Context: an optimization exercise on an open-source flow, tuned for small area, a short achievable clock period and few clock cycles. The choices shown serve that exercise and are no tape-out recipe.
Function was not checked in any run shown here: the RTL went through the layout flow alone.
Power and IR drop assume default switching activity.

<file path="flow/design.v">
`default_nettype none
package kmp_pkg;
    localparam int MAX_PATTERN   = 16;
    localparam int IDX_BITS      = $clog2(MAX_PATTERN);
    localparam int LEN_BITS      = IDX_BITS + 1;
    localparam int POSITION_BITS = 16;
    localparam int MATCH_BITS    = 16;
    localparam int CFG_BITS      = 64;
    localparam int PAT_BITS      = 8 * MAX_PATTERN;
    typedef logic [7:0]          t_byte;
    typedef logic [IDX_BITS-1:0] t_idx;
    typedef logic [LEN_BITS-1:0] t_len;    
    typedef logic [PAT_BITS-1:0] t_pattern;
    typedef enum logic [1:0] {
        CFG_PAT_LOW  = 2'd0,
        CFG_PAT_HIGH = 2'd1,
        CFG_PAT_LEN  = 2'd2
    } t_cfg_idx;
    typedef struct packed {
        logic busy;    
        logic clear;   
    } t_ctrl;
    function automatic t_byte pat_byte(input t_pattern pat, input t_idx k);
        pat_byte = pat[8*k +: 8];
    endfunction
endpackage
`default_nettype wire
`default_nettype none
module kmp_substring_search
(
    input  wire                 i_clk,
    input  wire                 i_rst_n,
    input  wire                 i_cfg_we,
    input  wire [1:0]           i_cfg_index,
    input  wire [63:0]          i_cfg_data,
    input  wire                 i_text_valid,
    input  wire [7:0]           i_text_byte,
    input  wire                 i_text_is_final,
    output wire                 o_text_ready,
    output wire                 o_result_valid,
    output wire                 o_result_found,
    output wire [15:0]          o_result_index,
    input  wire                 i_result_ready
);
    logic [63:0] r_pat_lo;
    logic [63:0] r_pat_hi;
    logic        r_lo_ok;      
    logic        r_hi_ok;      
    logic [4:0]  r_nn;         
    logic        r_clear_d;    
    logic        r_clear_dd;   
    logic        cfg_hit;
    logic [4:0]  cfg_len;
    logic [4:0]  cfg_nn;
    assign cfg_hit = i_cfg_we && (i_cfg_index != 2'd3);
    assign cfg_len = (i_cfg_data[4] && |i_cfg_data[3:0]) ? 5'd16 : i_cfg_data[4:0];
    always_comb begin
        logic lower;
        lower = 1'b0;
        for (int i = 0; i < 5; i++) begin
            cfg_nn[i] = cfg_len[i] ^ lower;
            lower     = lower | cfg_len[i];
        end
    end
    always_ff @(posedge i_clk) begin
        if (i_cfg_we && i_cfg_index == 2'd0) r_pat_lo <= i_cfg_data;
        if (i_cfg_we && i_cfg_index == 2'd1) r_pat_hi <= i_cfg_data;
    end
    always_ff @(posedge i_clk) begin
        if (!i_rst_n) begin
            r_lo_ok   <= 1'b0;
            r_hi_ok   <= 1'b0;
            r_nn      <= '0;
            r_clear_d <= 1'b0;
            r_clear_dd <= 1'b0;
        end else begin
            r_clear_d <= cfg_hit;
            r_clear_dd <= r_clear_d;
            if (i_cfg_we && i_cfg_index == 2'd0) r_lo_ok <= 1'b1;
            if (i_cfg_we && i_cfg_index == 2'd1) r_hi_ok <= 1'b1;
            if (i_cfg_we && i_cfg_index == 2'd2) r_nn <= cfg_nn;
        end
    end
    logic [15:0] m_last;
    logic        n_zero;
    logic        n_le1;
    always_comb begin
        for (int k = 0; k < 16; k++) begin
            m_last[k] = (r_nn == 5'(32 - (k + 1)));
        end
    end
    assign n_zero = (r_nn == 5'd0);
    assign n_le1  = (r_nn == 5'd0) || (r_nn == 5'd31);
    logic [15:0] q_start_c;
    logic [5:0]  r_qs;         
    logic [15:0] q_start;
    logic        q_at_sat;
    always_comb begin
        logic lower;
        lower = 1'b1;
        for (int i = 0; i < 5; i++) begin
            q_start_c[i] = !n_zero && (r_nn[i] ^ lower);
            lower      = lower & r_nn[i];
        end
    end
    assign q_start_c[15:5] = {11{!n_le1}};
    always_ff @(posedge i_clk) begin
        r_qs <= q_start_c[5:0];
    end
    assign q_start = {{10{r_qs[5]}}, r_qs};
    logic        r_rdy;
    logic        r_frz;
    logic        r_v1, r_f1;
    logic [7:0]  r_b1;
    logic [15:0] r_d;
    logic        r_v2, r_f2, r_h2;
    logic        r_ans;
    logic [15:0] r_q;          
    logic        r_out_valid;
    logic        r_out_found;
    logic [15:0] eq;
    logic        zb;
    logic [15:0] dn;
    logic        hit1;
    always_comb begin
        for (int k = 0; k < 8; k++) begin
            eq[k]     = r_lo_ok ? (r_b1 == r_pat_lo[8*k +: 8]) : zb;
            eq[k + 8] = r_hi_ok ? (r_b1 == r_pat_hi[8*k +: 8]) : zb;
        end
    end
    assign zb   = (r_b1 == 8'd0);
    assign dn   = {r_d[14:0], 1'b1} & {16{!r_frz}} & eq;
    assign hit1 = (!r_frz && n_zero) || |(dn & m_last);
    logic decide2;
    logic issue;
    logic ans_n;
    assign decide2 = r_v2 && !r_ans && (r_h2 || r_f2);
    assign issue   = !r_frz && decide2;
    assign ans_n   = (!r_frz && r_v2) ? (!r_f2 && (r_ans || r_h2)) : r_ans;
    logic proc2;
    logic cm1;
    logic maybe_n;
    logic out_valid_n;
    assign proc2       = !r_frz && r_v2;
    assign maybe_n     = r_frz ? (r_v2 && !(r_ans && !r_f2))
                               : (r_v1 && !(ans_n && !r_f1));
    assign out_valid_n = issue || (r_out_valid && !i_result_ready);
    logic [15:0] q_inc;
    logic [15:0] q_carry;
    assign q_at_sat = (&r_q[15:5]) && (r_q[4:0] == r_nn);
    assign q_carry[0] = !q_at_sat;
    for (genvar i = 1; i < 16; i++) begin : g_carry
        assign q_carry[i] = !q_at_sat && (&r_q[i-1:0]);
    end
    assign q_inc = r_q ^ q_carry;
    always_ff @(posedge i_clk) begin
        if (!i_rst_n) begin
            r_rdy       <= 1'b0;
            r_frz       <= 1'b0;
            r_v1        <= 1'b0;
            r_v2        <= 1'b0;
            r_d         <= '0;
            r_ans       <= 1'b0;
            r_out_valid <= 1'b0;
        end else if (cfg_hit) begin
            r_rdy       <= 1'b1;
            r_frz       <= 1'b0;
            r_v1        <= 1'b0;
            r_v2        <= 1'b0;
            r_d         <= '0;
            r_ans       <= 1'b0;
            r_out_valid <= out_valid_n;
        end else begin
            r_frz       <= out_valid_n && maybe_n;
            r_rdy       <= !(out_valid_n && maybe_n);
            r_out_valid <= out_valid_n;
            if (!r_frz) begin
                r_v1 <= i_text_valid && r_rdy;
                r_v2 <= r_v1;
                if (r_v1) r_d <= r_f1 ? 16'd0 : dn;
            end
            r_ans <= ans_n;
        end
    end
    always_ff @(posedge i_clk) begin
        if (!i_rst_n) begin
            r_q <= '0;
        end else if (r_clear_dd) begin
            r_q <= q_start;
        end else if (issue) begin
            if (!r_h2) r_q <= '0;
        end else if (r_out_valid) begin
            if (i_result_ready) r_q <= q_start;
        end else if (proc2) begin
            if (r_f2)        r_q <= q_start;
            else if (!r_ans) r_q <= q_inc;
        end
    end
    always_ff @(posedge i_clk) begin
        if (!r_frz) begin
            r_b1 <= i_text_byte;
            r_f1 <= i_text_is_final;
            r_f2 <= r_f1;
        end
    end
    always_ff @(posedge i_clk) begin
        r_h2        <= (r_frz && r_h2) || hit1;
        r_out_found <= (issue && r_h2) || (!issue && r_out_found);
    end
    assign o_text_ready   = r_rdy;
    assign o_result_valid = r_out_valid;
    assign o_result_found = r_out_found;
    assign o_result_index = r_q;
endmodule
`default_nettype wire
</file>
<file path="flow/flow/run.sh">
#!/bin/bash
set -euo pipefail
bash standard.sh \
  "BUFFER_PORTS_ARGS=-buffer_cell sky130_fd_sc_hd__buf_1" \
  "CTS_ARGS=-sink_clustering_enable -repair_clock_nets -dont_use_dummy_load -root_buf sky130_fd_sc_hd__clkbuf_16 -buf_list sky130_fd_sc_hd__clkbuf_16 -sink_clustering_size 15 -sink_clustering_max_diameter 80" \
  finish > standard_flow.log 2>&1
</file>
<file path="flow/standard.sh">
#!/bin/bash
# synth_recipe.tcl (not shown) runs the flow's synth.tcl, then flattens the netlist and writes it again
# the make line also repeats each setting of config.mk as NAME=value (left out here)
make -C /OpenROAD-flow-scripts/flow DESIGN_CONFIG=/design/flow/config.mk WORK_HOME=/design/flow/orfs CLKGATE_MAP_FILE= SYNTH_SCRIPT=/design/flow/synth_recipe.tcl "${@:-finish}"
</file>
<file path="flow/config.mk">
export PLATFORM = sky130hd
export DESIGN_NAME = kmp_substring_search
export DESIGN_NICKNAME = kmp_substring_search
export VERILOG_FILES = /design/flow/design.v
export SDC_FILE = /design/flow/constraint.sdc
export NUM_CORES = 4
export LEC_CHECK = 0
export CAP_MARGIN = 20
export CORE_MARGIN = 2
export CORE_UTILIZATION = 40
export PLACE_DENSITY = 0.6
export SETUP_SLACK_MARGIN = 3.4
export SLEW_MARGIN = 20
</file>
<file path="flow/constraint.sdc">
create_clock -name core_clock -period 5.5 [get_ports {i_clk}]
set_input_delay 1.1000 -clock core_clock [delete_from_list [all_inputs] [get_ports {i_clk}]]
set_output_delay 1.1000 -clock core_clock [all_outputs]
set_load 0.01 [all_outputs]
</file>
==> impl_metrics.json, run 1 <==
{
  "pre_cts_ws_ns": 2.71,
  "die_w_microns": 150,
  "syn_inst": 659,
  "grt-ovfl-total": 0,
  "cts_made_buffers": 17,
  "required_ns": 5.54,
  "fin_setup_tns_ns": 0,
  "root_buffer": "clkbuf_16",
  "cp.arrival_ns": 2.16,
  "clock_latency_ns": 0.42,
  "syn_nets": 749,
  "start_util_pct": 40.6,
  "cp_num_buf_inv": 1,
  "outcome": "timing/DRC/antenna clean",
  "critPathTopFamily": "simple AND/OR/NAND/NOR gates",
  "synth_top_area_cell": "edfxtp_1",
  "ir_worst_vdd_mv": 0.199,
  "vias_per_cell": 5.25,
  "synth.distinct_cells": 64,
  "fin_cells": 1053,
  "gp_congestion": 0.860,
  "async_flop_share_pct": 0,
  "fillCellCount": 1908,
  "final_area_sq_mm": 0.0102,
  "utilization_pct": 48.7,
  "slowest_stage": "and3b_4",
  "synth_edf_count": 139,
  "p_total_mw": 2.94,
  "antenna_found_initial": 0,
  "power.clock.fraction_pct": 33.4,
  "drt_iter0_drc": 407,
  "use_met2_pct": 29.8,
  "wl_microns": 19800,
  "power_switching_mw": 0.648,
  "slew_violations": 0,
  "ant_nets": 0,
  "finClkSkew_ns": 0.0288,
  "cts.htree.levels": 4,
  "setup_viol": 0,
  "synth.area.top_cells": "edfxtp_1 49%, xnor2_1 13%, dfxtp_1 12%",
  "grt_start_max_net_pins": 66,
  "coreArea_sq_mm": 0.0210,
  "drive_gt1_share_pct": 18.4,
  "vias": 5524,
  "rsz0062_at_grt": "yes",
  "combinationalPowerShare_pct": 9.9,
  "dieHeight_microns": 150,
  "layout_commonest_cell": "edfxtp_1",
  "layout_common_cells": "139 x edfxtp_1, 130 x xnor2_1, 80 x buf_1",
  "period_needed_ns": 2.12,
  "route.detailed.drc": 0,
  "cts.sinks": 192,
  "wire_per_inst_microns": 18.8,
  "cp_max_fo": 33,
  "detailed_place_hpwl_microns": 12900,
  "tightest_slew_ns": 0.610,
  "synthFlopType": "edfxtp_1",
  "grt_pass1_wl_microns": 30600,
  "port_buffers": 98,
  "startpoint_type": "input port",
  "finalNetCount": 870,
  "cp_cell_sequence": "buf_1 -> and3b_4",
  "cts_tree": "yes",
  "ys_ff_latch": 192,
  "p_leak_nw": 3.21,
  "maxCapViolCount": 0,
  "min_from": "r_clear_d",
  "path_class": "input port to flop",
  "yosys_warnings": 2,
  "rr_startpoint": "r_b1[6]",
  "holdWs_ns": 0.429,
  "n_antenna_cell": 0,
  "cts_max_path_buffers": 2,
  "seqPwrFrac_pct": 56.7,
  "syn-cell-area_sq_mm": 0.00850,
  "io_pins": 99,
  "hold_viol_final": 0,
  "grt_use_met3_pct": 4.45,
  "critPathMaxStageDelay_ns": 0.66,
  "num_rows": 53,
  "timing.slew.headroom_pct": 59.3,
  "max_freq_mhz": 472,
  "dp_cells": 1005,
  "path_clk_slew_ns": 0.05,
  "dr.pass1.iters": 5,
  "synth.top_cell.area_share_pct": 49.1,
  "hp-class": "flop to flop",
  "ys_seq_area_share_pct": 61.6,
  "reg2reg_slack_ns": 3.46,
  "setup.worst_path.end_class": "flop",
  "postLayoutSetupSlackWorst_ns": 3.38,
  "syn-mean-instance-area_sq_um": 12.9,
  "powerDensity_mw_per_mm2": 288,
  "grt.busiest_layer": "met2",
  "die_area_sq_mm": 0.0224,
  "met1_usage_pct": 24.1,
  "post_dp_cell_area_sq_mm": 0.00921,
  "worstSetupStartpoint": "i_cfg_index[0]",
  "internal_power_mw": 2.29,
  "swShare_pct": 22.1,
  "first_global_vias": 5648,
  "min_period_over_period_pct": 38.5,
  "area_delta_synth_final_pct": 20.1,
  "grt_usage_pct": 18.2
}
[layer usage]
| layer | up-vias | wire [microns] |
|---|---|---|
| met5 | - | 0 |
| met4 | 0 | 225 |
| met3 | 16 | 1080 |
| met2 | 158 | 9520 |
| met1 | 2687 | 8960 |
| li1 | 2663 | - |
[Yosys cell counts (all sizes together), types with 7 or more instances]
| cell | n |
|---|---|
| nand4 | 37 |
| edfxtp | 139 |
| ha | 10 |
| nor2b | 7 |
| and2 | 13 |
| a32oi | 12 |
| xor2 | 7 |
| inv | 9 |
| nand2 | 24 |
| dfxtp | 53 |
| nand2b | 7 |
| clkbuf | 8 |
| nand3 | 18 |
| buf | 22 |
| o21ai | 28 |
| xnor2 | 130 |
| a22oi | 8 |
| a21oi | 15 |
| nor2 | 38 |
[power by group through the flow]
stage	Sequential (mW)	Combinational [mW]	Clock, mW
2_1_floorplan	1.68	0.183	0
3_3_place_gp	1.72	0.230	0
3_5_place_dp	1.72	0.235	0
4_1_cts	1.67	0.282	1.01
5_1_grt	1.67	0.319	1.06
6_report	1.66	0.290	0.982
[repair_timing]
item                       CTS  global route
buffers inserted            14            16
gates cloned                 1             0
gates resized for setup     45            44
pin swaps                    4             9
hold buffers                 0             0
setup endpoints to repair  177           177
[flip-flops by register name (all words and copies together), names as in the netlist, 5 cells and up, named ones only]
| register | count |
|---|---|
| r_nn | 5 |
| r_q | 16 |
| r_pat_lo | 64 |
| r_d | 15 |
| r_pat_hi | 64 |
| r_qs | 6 |
| r_b1 | 8 |
[logic make-up after synthesis]
| logic type | count (synthesis) | share of synthesized area [%] |
|---|---|---|
| mux | 3 | 0.353 |
| simple gates | 176 | 11.6 |
| compound gates | 102 | 8.30 |
| xor+xnor | 137 | 14.1 |
| fa+ha+maj | 10 | 1.47 |
| buf+inv | 39 | 2.58 |
| flops | 192 | 61.6 |
[final cells by class]
cell class | count | area (sq um) | share of cell area [%]
timing repair buffer | 131 | 743 | 7.28
sequential | 192 | 5290 | 51.8
tap | 275 | 344 | 3.37
clock buffer | 17 | 425 | 4.17
multi-input combinational | 429 | 3370 | 33.0
inverter | 9 | 37.5 | 0.368
[final timing paths]
path         cells after the start      endpoint
min reg2reg                      1    r_clear_dd
min                              1    r_clear_dd
max reg2reg                      7          r_h2
max                              2  r_pat_hi[30]
==> inputs of run 2 (changes only) <==
==> flow/flow/run.sh (replaced) <==
#!/bin/bash
set -euo pipefail
bash standard.sh \
  "BUFFER_PORTS_ARGS=-buffer_cell sky130_fd_sc_hd__buf_1" \
  "CTS_ARGS=-sink_clustering_enable -repair_clock_nets -dont_use_dummy_load -root_buf sky130_fd_sc_hd__clkbuf_16 -buf_list sky130_fd_sc_hd__clkbuf_8 -sink_clustering_size 15 -sink_clustering_max_diameter 80" \
  finish > standard_flow.log 2>&1
--- a/flow/config.mk
+++ b/flow/config.mk
@@ -11,3 +11,3 @@
 export PLACE_DENSITY = 0.6
-export SETUP_SLACK_MARGIN = 3.4
+export SETUP_SLACK_MARGIN = 3.45
 export SLEW_MARGIN = 20
==> run 2 against run 1 <==
Compared with the run above: largest power group unchanged; synthesized cell count is the same; clock power is 27% lower; utilization is 0.17 points lower; hold slack improved by 0.018 ns; wire length is 2.3% higher; clock skew increased by 0.011 ns; design area fell by 0.36%; clock-buffer cell count stayed put; still clean on timing, DRC and antenna; fmax is 0.32% lower; via count grew 1.4%; power decreased by 8.9%; non-clock buffer count grew 5.
==> impl_metrics.json, run 2 <==
{
  "outcome": "timing/DRC/antenna clean",
  "vias_per_cell": 5.28,
  "ys_seq_area_share_pct": 61.6,
  "start_util_pct": 40.6,
  "wl_microns": 20200,
  "powerDensity_mw_per_mm2": 263,
  "detailed_place_hpwl_microns": 12800,
  "cp_num_buf_inv": 1,
  "ant_nets": 0,
  "tightest_slew_ns": 0.984,
  "setup_viol": 0,
  "post_dp_cell_area_sq_mm": 0.00922,
  "syn_inst": 659,
  "die_w_microns": 150,
  "root_buffer": "clkbuf_16",
  "syn_nets": 749,
  "rsz0062_at_grt": "yes",
  "max_freq_mhz": 470,
  "maxCapViolCount": 0,
  "wire_per_inst_microns": 19.1,
  "rr_startpoint": "r_nn[1]",
  "grt_start_max_net_pins": 66,
  "postCtsHoldBufs": 0,
  "timing.slew.headroom_pct": 33.5,
  "final_area_sq_mm": 0.0102,
  "period_needed_ns": 2.13,
  "synth_edf_count": 139,
  "slew_violations": 0,
  "io_pins": 99,
  "routed.top_layer": "met4",
  "swShare_pct": 23.4,
  "cts_tree": "yes",
  "yosys-top-cells-count": "139 x edfxtp_1, 130 x xnor2_1, 53 x dfxtp_1, 38 x nor2_1, 36 x nand4_1",
  "largestRegisters": "r_pat_hi: 64 flops, r_pat_lo: 64 flops, r_q: 16 flops",
  "n_antenna_cell": 0,
  "finalNetCount": 877,
  "finClkSkew_ns": 0.0401,
  "drt_iter0_drc": 369,
  "synth.area.top_cells": "edfxtp_1 49%, xnor2_1 13%, dfxtp_1 12%",
  "yosysMostFrequentCell": "edfxtp_1",
  "synth_top_area_cell": "edfxtp_1",
  "internal_power_mw": 2.05,
  "synth.top_cell.area_share_pct": 49.1,
  "synth.distinct_cells": 64,
  "wl_met2_microns": 9560,
  "area_delta_synth_final_pct": 19.7,
  "slowest_stage": "a211o_4",
  "cp_max_fo": 7,
  "wl_met3_microns": 1230,
  "layout_commonest_cell": "edfxtp_1",
  "postLayoutSetupSlackWorst_ns": 3.37,
  "async_flop_share_pct": 0,
  "dieHeight_microns": 150,
  "cts_made_buffers": 17,
  "p_leak_nw": 3.20,
  "dr.pass1.iters": 5,
  "gp_congestion": 0.870,
  "syn-mean-instance-area_sq_um": 12.9,
  "antenna_found_initial": 0,
  "grt_usage_pct": 18.6,
  "rr_endpoint": "r_h2",
  "path_class": "input port to flop",
  "worstSetupStartpoint": "i_result_ready",
  "utilization_pct": 48.5,
  "first_global_vias": 5762,
  "route.detailed.drc": 0,
  "drive_gt1_share_pct": 19.7,
  "whs_endpoint": "r_clear_dd",
  "required_ns": 5.77,
  "cts_max_path_buffers": 2,
  "coreArea_sq_mm": 0.0210,
  "grt_pass1_wl_microns": 31300,
  "hp-class": "flop to flop",
  "clock_latency_ns": 0.40,
  "multi_input_area_sq_mm": 0.00340,
  "ys_ff_latch": 192,
  "ir_worst_vdd_mv": 0.175,
  "fillCellCount": 1881,
  "path_clk_slew_ns": 0.09,
  "combinationalPowerShare_pct": 11.4,
  "syn-cell-area_sq_mm": 0.00850,
  "wl_met1_microns": 9140,
  "yosys_warnings": 2,
  "layout_common_cells": "139 x edfxtp_1, 130 x xnor2_1, 75 x buf_1",
  "reg2reg_slack_ns": 3.47,
  "grt-ovfl-total": 0,
  "critPathMaxStageDelay_ns": 0.36,
  "vias": 5602,
  "critPathTopFamily": "compound AO/OA/AOI/OAI gates",
  "fin_setup_tns_ns": 0,
  "hold_viol_final": 0,
  "pre_cts_ws_ns": 2.64,
  "holdPathStages": 1,
  "num_rows": 53,
  "cts.htree.levels": 4,
  "setup.worst_path.end_class": "flop",
  "ff_latch_area_sq_mm": 0.00529,
  "min_from": "r_clear_d",
  "die_area_sq_mm": 0.0224,
  "cp_cell_sequence": "buf_6 -> nand2b_4 -> a21oi_4 -> a211o_4 -> and2_4 -> nor2_4 -> a221oi_2 -> a311oi_1",
  "power_switching_mw": 0.626,
  "startpoint_type": "input port",
  "r2r_cells": 7,
  "synthFlopType": "edfxtp_1",
  "port_buffers": 98,
  "power.clock.fraction_pct": 26.6,
  "cp.arrival_ns": 2.40,
  "seqPwrFrac_pct": 62.0,
  "p_total_mw": 2.68,
  "cts.sinks": 192,
  "min_period_over_period_pct": 38.6
}
[run 2: cell counts after synthesis]
No cell type changed its count.
[run 2: worst max-delay path by stage]
stage,slack (ns),cells past startpoint,to
after CTS,3.36,6,r_q[1]
final,3.37,8,r_q[14]
after detailed placement,2.64,3,r_v2
after floorplan,2.29,1,r_pat_lo[0]
after global routing,3.34,8,r_q[6]
after global placement,2.75,3,r_v2
[run 2: timing repair]
item / in CTS / in global routing
pin swaps: 6 / 18
setup endpoints to repair: 181 / 101
resized for setup: 58 / 59
cloned: 3 / 0
setup buffers: 18 / 17
[run 2: cells by family (layout without fill, tap and decap cells)]
logic type                 Yosys count  in the layout  synth area share (%)
and+or+nand+nor                    176            179                  11.6
DFF                                192            192                  61.6
xor gates and xnor gates           137            137                  14.1
muxes                                3              3                 0.353
buffers and inverters               39            162                  2.58
adders and majority gates           10             10                  1.47
AOI/OAI and AO/OA                  102            102                  8.30
[run 2: final cells by class]
cell class | instances | area share [%]
sequential | 192 | 52.0
timing repair buffer | 136 | 8.37
multi-input combinational | 431 | 33.5
tap | 275 | 3.38
clock buffer | 17 | 2.41
inverter | 9 | 0.369
[run 2: metrics by stage]
step,hold WS [ns],std cells
after floorplan,0.412,659
after global placement,0.418,1005
after detailed placement,0.430,1005
after CTS,0.443,1043
after global routing,0.491,1060
final,0.448,1060
[run 2: layer usage]
layer	track usage [%]	vias up
met5	0	-
met4	5.80	0
met3	3.66	27
met2	30.6	171
met1	24.8	2736
li1	-	2668
[run 2: power by group through the flow]
stage / Sequential (mW) / Clock, mW / Combinational, mW
finish: 1.66 / 0.712 / 0.304
global placement: 1.72 / 0 / 0.229
detailed placement: 1.72 / 0 / 0.234
floorplan: 1.68 / 0 / 0.184
CTS: 1.66 / 0.734 / 0.285
global route: 1.67 / 0.791 / 0.332
==> inputs of run 3 (changes only) <==
--- a/flow/config.mk
+++ b/flow/config.mk
@@ -11,3 +11,3 @@
 export PLACE_DENSITY = 0.6
-export SETUP_SLACK_MARGIN = 3.45
+export SETUP_SLACK_MARGIN = 3.5
 export SLEW_MARGIN = 20
==> run 3 against run 2 <==
Compared with the run above: area after synthesis is the same; sequential cell count is the same; non-clock buffer count grew 23; via count grew 4.2%; global-route usage grew 0.43 points; hold slack lost 0.0054 ns; register-to-register slack lost 0.06 ns; clock power is essentially flat; power grew 1.5%; wire length grew 7.4%; setup slack lost 0.027 ns; utilization grew 2.3 points; largest cell class unchanged.
==> impl_metrics.json, run 3 <==
{
  "outcome": "timing/DRC/antenna clean",
  "drive_gt1_share_pct": 24.6,
  "vias_per_cell": 5.39,
  "yosysMostFrequentCell": "edfxtp_1",
  "slew_violations": 0,
  "ir_worst_vdd_mv": 0.177,
  "grt_usage_pct": 19.0,
  "clock_latency_ns": 0.40,
  "cts_made_buffers": 17,
  "setup.worst_path.end_class": "flop",
  "synth-xor-area-share_pct": 14.1,
  "grt_start_max_net_pins": 34,
  "synth.top_cell.area_share_pct": 49.1,
  "detailed_place_hpwl_microns": 12800,
  "post_dp_cell_area_sq_mm": 0.00922,
  "largestRegisters": "r_pat_hi: 64 flops, r_pat_lo: 64 flops, r_q: 16 flops",
  "multi_input_area_sq_mm": 0.00355,
  "dp_cells": 1005,
  "syn-cell-area_sq_mm": 0.00850,
  "cp.arrival_ns": 2.47,
  "io_pins": 99,
  "final_area_sq_mm": 0.0107,
  "dr.pass1.iters": 6,
  "maxCapViolCount": 0,
  "synth.distinct_cells": 64,
  "fin_setup_tns_ns": 0,
  "syn-mean-instance-area_sq_um": 12.9,
  "n_antenna_cell": 0,
  "antenna_found_initial": 0,
  "start_util_pct": 40.6,
  "route.detailed.drc": 0,
  "timing.slew.headroom_pct": 32.6,
  "coreArea_sq_mm": 0.0210,
  "ant_nets": 0,
  "finalNetCount": 901,
  "root_buffer": "clkbuf_16",
  "cp_max_fo": 7,
  "wire_per_inst_microns": 20.0,
  "grt-ovfl-total": 0,
  "path_clk_slew_ns": 0.09,
  "ys_ff_latch": 192,
  "synth_compound_area_share_pct": 8.30,
  "yosys_warnings": 2,
  "slowest_stage": "a211o_4",
  "hold_viol_final": 0,
  "synth.area.top_cells": "edfxtp_1 49%, xnor2_1 13%, dfxtp_1 12%",
  "powerDensity_mw_per_mm2": 255,
  "synthAdderAreaFrac_pct": 1.47,
  "cts.htree.levels": 4,
  "r2r_cells": 9,
  "synth_top_family_by_area": "XOR/XNOR gates",
  "yosys-top-cells-count": "139 x edfxtp_1, 130 x xnor2_1, 53 x dfxtp_1, 38 x nor2_1, 36 x nand4_1",
  "layout_commonest_cell": "edfxtp_1",
  "gp_congestion": 0.870,
  "required_ns": 5.82,
  "cts_tree": "yes",
  "syn_inst": 659,
  "area_delta_synth_final_pct": 25.4,
  "synth_edf_count": 139,
  "fin_cells": 1084,
  "finClkSkew_ns": 0.0390,
  "cts_max_path_buffers": 2,
  "synthFlopType": "edfxtp_1",
  "cp_cell_sequence": "buf_6 -> nand2b_4 -> a21oi_4 -> a211o_4 -> and2_4 -> or3_4 -> a21oi_2",
  "path_class": "input port to flop",
  "hp-class": "flop to flop",
  "ff_latch_area_sq_mm": 0.00529,
  "grt_pass1_wl_microns": 31900,
  "synth-simple-area-share_pct": 11.6,
  "period_needed_ns": 2.15,
  "async_flop_share_pct": 0,
  "layout_common_cells": "139 x edfxtp_1, 129 x xnor2_1, 72 x buf_1",
  "fillCellCount": 1816,
  "cts.sinks": 192,
  "rsz0062_at_grt": "yes",
  "wl_microns": 21700,
  "max_freq_mhz": 465,
  "port_buffers": 98,
  "vias": 5838,
  "ys_seq_area_share_pct": 61.6,
  "min_period_over_period_pct": 39.1,
  "dieHeight_microns": 150,
  "synth_top_area_cell": "edfxtp_1",
  "die_w_microns": 150,
  "num_rows": 53,
  "syn_nets": 749,
  "p_leak_nw": 3.42,
  "drt_iter0_drc": 395,
  "muxShareOfSynthArea_pct": 0.353,
  "p_total_mw": 2.72,
  "die_area_sq_mm": 0.0224,
  "first_global_vias": 5847,
  "setup_viol": 0,
  "critPathMaxStageDelay_ns": 0.37,
  "tightest_slew_ns": 0.996,
  "startpoint_type": "input port",
  "holdPathStages": 1,
  "utilization_pct": 50.9
}
-- run 3: changes by cell type in the layout (fill, tap and decap cells not counted), sizes merged --
cell	before	now
bufbuf	0	1
buf	123	152
clkbuf	30	23
and2	13	14
-- run 3: area by class of cell --
type                            instances  area share, %
Timing Repair Buffer                  159           11.2
Sequential cell                       192           49.6
Inverter                                9          0.352
Tap cell                              275           3.23
Clock buffer                           17           2.30
Multi-Input combinational cell        432           33.3
-- run 3: worst paths after layout --
check,startpoint,to,slack [ns]
min,r_clear_d,r_clear_dd,0.44
min reg2reg,r_clear_d,r_clear_dd,0.44
max reg2reg,r_b1[5],r_h2,3.41
max,i_result_ready,r_q[6],3.35
-- run 3: critical path: cells and delay by family --
kind | cells | cell delay [ns]
and+or+nand+nor | 3 | 0.72
AOI/OAI and AO/OA | 3 | 0.57
buffers and inverters | 1 | 0.07
-- run 3: kinds of logic after synthesis --
logic type,after synthesis
AOI/OAI and AO/OA,102
DFF,192
muxes,3
and+or+nand+nor,176
xor gates and xnor gates,137
adders and majority gates,10
buffers and inverters,39
-- run 3: timing repair --
action,4_1_cts,5_1_grt
buffers inserted,32,21
pin swaps,12,18
endpoints found under the setup margin,184,49
gates resized for setup,79,79
hold buffers,0,0
gates cloned,4,5
-- run 3: stage by stage --
step	setup WS, ns	hold WS (ns)
floorplan	2.29	0.412
global placement	2.75	0.418
detailed placement	2.64	0.430
CTS	3.36	0.443
global route	3.32	0.491
finish	3.35	0.442
-- run 3: where the power goes --
group	switching, mW	total, mW	internal [mW]
combinational	0.181	0.348	0.168
clock	0.418	0.711	0.293
sequential	0.0421	1.66	1.62
total	0.641	2.72	2.08
-- run 3: metal layers --
layer,global-route usage [%],share of wire (%),up-vias
met5,0,0,-
met4,5.57,1.7,0
met3,3.63,7.0,31
met2,31.3,47,220
met1,25.6,44,2868
li1,-,-,2719

==> separate check: timing with driven ports <==
No port has a modelled driver above. Below, the same layouts with a new extraction and two added sets of constraints.
Step 1 sets driving cells, clkbuf_16 on the clock port and buf_2 on the other inputs (assumed; they add their load-dependent delay and slew).
Step 2, shift: input delay + t, output delay - t, t = (earliest + latest rising clock arrival at the registers) / 2. This alone moves slack from input paths to output paths.
a / b / c = ideal ports / drivers / drivers and shift; a / b = the first two.
run	t (ns)	setup slack, ns	hold WS [ns]	clock arrival spread, ns
run 1	0.454	3.381 / 3.387 / 2.936	0.429 / 0.429 / 0.429	0.032 / 0.032
run 2	0.420	3.374 / 3.375 / 2.955	0.448 / 0.448 / 0.448	0.040 / 0.040
run 3	0.420	3.347 / 3.349 / 2.928	0.442 / 0.442 / 0.442	0.039 / 0.039
After both steps every run listed still meets setup and hold. The setup slack of run 1, which loses most, moves by +0.006 ns with the drivers and by -0.445 ns with both steps.
